From an optimization exercise on the open Yosys and OpenROAD flow, aimed at small area, a short achievable clock period and few clock cycles per item; shortcuts taken in it are not production practice.
Function was checked by simulation only, so behaviour that the tests miss may differ from the original.
Power is estimated from default activity; no workload was simulated.

build 57:
Design iir_biquad_mc, start of the top module:
module iir_biquad_mc #(
  parameter int DATA_W = 16,
  parameter int COEF_W = 18,
  parameter int FRAC_W = 16,
  parameter int NUM_CH = 4,
  localparam int CH_W  = (NUM_CH > 1) ? $clog2(NUM_CH) : 1,
  localparam int ACC_W = DATA_W + COEF_W + 3
) (
  input  logic              clk_i,
  input  logic              reset_ni,
  input  logic              in_valid_i,
  output logic              in_ready_o,
  input  logic [CH_W-1:0]   in_ch_i,
  input  logic [DATA_W-1:0] in_data_i,
  input  logic              bypass_i,
  input  logic              state_clr_i,
  input  logic              coef_we_i,
  input  logic [2:0]        coef_sel_i,
  input  logic [COEF_W-1:0] coef_data_i,
  output logic              out_valid_o,
  output logic [CH_W-1:0]   out_ch_o,
  output logic [DATA_W-1:0] out_data_o,
  output logic              out_sat_o
);
For scale: ~4,900 cells after synthesis, roughly 66 I/O pins, roughly 0.054 mm^2 of cells after synthesis.
Settings: LEC_CHECK=0, ABC_AREA=1, CAP_MARGIN=20, CORE_MARGIN=2, CORE_UTILIZATION=60, CTS_CLUSTER_DIAMETER=90, CTS_CLUSTER_SIZE=25, SLEW_MARGIN=20; clock period 14.0 ns.
standard.sh (not shown) runs the stock make flow with config.mk's settings and CLKGATE_MAP_FILE= SYNTH_SCRIPT=/design/flow/synth_recipe.tcl, a recipe that flattens the netlist after the stock synthesis.
==> flow/flow/run.sh <==
#!/bin/bash
# Layout flow: the standard layout (standard.sh) with these changes:
#  - after the standard synthesis (unchanged), flow/polarity.py removes inverters between
#    full adders by choosing each full adder's polarity (registers and ports untouched);
#  - timing repair aims for setup slack of at least MARGIN ns at the design's clock period,
#    so the resizer sizes and buffers the pipeline for a short achieved period;
#  - port buffers use a plain buffer cell instead of the default delay-buffer choice;
#  - clock tree: sink clusters of at most 25 flip-flops within 90 um, no dummy loads.
# Logs: flow_synth.log, flow_polarity.log, flow_make.log here, and each step's under orfs/logs.
set -euo pipefail
MARGIN=10.15
R=orfs/results/sky130hd/iir_biquad_mc/base
bash standard.sh synth > flow_synth.log 2>&1
python3 flow/polarity.py "$R/1_2_yosys.v" > flow_polarity.log 2>&1
bash standard.sh "SETUP_SLACK_MARGIN=$MARGIN" \
  "BUFFER_PORTS_ARGS=-buffer_cell sky130_fd_sc_hd__buf_4" \
  "CTS_ARGS=-sink_clustering_enable -repair_clock_nets -sink_clustering_size 25 -sink_clustering_max_diameter 90 -dont_use_dummy_load" \
  finish > flow_make.log 2>&1
Other scripts of this flow, unchanged in this note and not shown: flow/flow/polarity.py
Testbench counts of build 57, summed over its fixed seeds: cycles 2,088, items 2,048.
[inputs] trial 43 vs build 57
--- a/flow/design.v
+++ b/flow/design.v
@@ -72,13 +72,13 @@
   logic [1:0]  ch0_q, ch1_q, ch2_q, ch3_q;
   logic [15:0] x0_q;
   logic        byp0_q;
   logic [7:0]  dg1n_q [5];                    
   logic [7:0]  dg2n_q [5];                    
   logic [7:0]  dgn_q [5];                     
-  logic [17:0] cf0n_q;                        
+  logic        byp1_q;                        
   logic [184:0] cs1_q;
   logic [37:0] cs2_q;
   logic        out_valid_q;
   logic [1:0]  out_ch_q;
   logic [15:0] out_data_q;
   logic        out_sat_q;
@@ -161,14 +161,13 @@
         dg1n_q[p][i] <= ~opa[p][2*i] ^ ((i == 0) ? 1'b0 : opa[p][(i == 0) ? 0 : 2*i-1]);
         dg2n_q[p][i] <= ~((opa[p][2*i+1] ^ opa[p][2*i]) &
                         ~(opa[p][2*i] ^ ((i == 0) ? 1'b0 : opa[p][(i == 0) ? 0 : 2*i-1])));
         dgn_q[p][i] <= opa[p][2*i+1] ^ (p >= 3);
       end
     end
-    cf0n_q <= byp0_q ? ~18'h10000 :
-              ((cw_v_q && cw_sel_q == 3'd0) ? ~cw_data_q : coefn_q[0]);
+    byp1_q <= byp0_q;
   end
   always_ff @(posedge clk_i) begin
     for (int c = 0; c < 4; c++) begin
       if (adv0 && ch0_q == 2'(c)) begin
         hx1_q[c] <= x0_q;
         hx2_q[c] <= hx1_q[c];
@@ -201,13 +200,13 @@
           nzy2_q[c] <= nzy1_q[c];
         end
       end
     end
   end
   logic [17:0] cfb_0, cfb_1, cfb_2, cfb_3, cfb_4;
-  assign cfb_0 = ~cf0n_q;
+  assign cfb_0 = byp1_q ? 18'h10000 : ~coefn_q[0];
   assign cfb_1 = ~coefn_q[1];
   assign cfb_2 = ~coefn_q[2];
   assign cfb_3 = ~coefn_q[3];
   assign cfb_4 = ~coefn_q[4];
   logic [7:0] dg1_0, dg1_1, dg1_2, dg1_3, dg1_4, dg2_0, dg2_1, dg2_2, dg2_3, dg2_4;
   assign dg1_0 = ~dg1n_q[0];
Findings:
Delta (trial 43 minus build 57): vertical die dimension -0.90%; antenna diode count fell 1; area of all sequential standard cells -2.1%; wire length decreased by 2.2% relative to the old numbers. Looking at total power, trial 43 sits 3.3% below build 57. Average instance area after synthesis: trial 43 > build 57. Trial 43 went all the way through synthesis, placement and routing and the layout is clean on timing, DRC and antenna. Build 57 finished every stage and its layout cleared the timing, DRC and antenna checks. Global-route total usage across every layer up 0.16 points in trial 43 wrt build 57. Final worst-path cycle share: trial 43 and build 57 compared, higher one is build 57. Trial 43: overall die area is 0.0017 mm^2 lower than what build 57 reported. Power drawn by the combinational cells shrinks by a few percent when moving from build 57 to trial 43. Against build 57, horizontal die dimension in trial 43 fell slightly. [compare] base=build 57 new=trial 43: final critical-path setup slack increased by 0.035 ns relative to the old numbers, final period demand of the worst path decreased by 0.035 ns relative to the old numbers, post-route clock skew decreased by 0.0090 ns relative to the old numbers.
Testbench counts of trial 43, summed over its fixed seeds: cycles 2,088, items 2,048.

==> separate check: timing with driven ports <==
No port has a modelled driver above. Below, the same layouts with a new extraction and two added sets of constraints.
Step 1 sets driving cells, clkbuf_16 on the clock port and buf_2 on the other inputs (assumed; they add their load-dependent delay and slew).
Step 2 also shifts input and output timing later by t, the mid clock arrival at the registers, as if the neighbouring blocks saw the same clock.
Three values: no drivers, after step 1, after step 2; two values: the first two.
| run | shift t [ns] | setup slack, ns | slew at the worst register clock pin (ns) |
|---|---|---|---|
| build 57 | 0.702 | 10.002 / 9.929 / 9.750 | 0.10 / 0.10 |
| trial 43 | 0.686 | 10.037 / 9.968 / 9.852 | 0.10 / 0.10 |
After both steps setup and hold are still met in every run listed. The setup slack of build 57, which loses most, moves by -0.073 ns with the drivers and by -0.252 ns with both steps. Setup slack includes reset recovery checks.
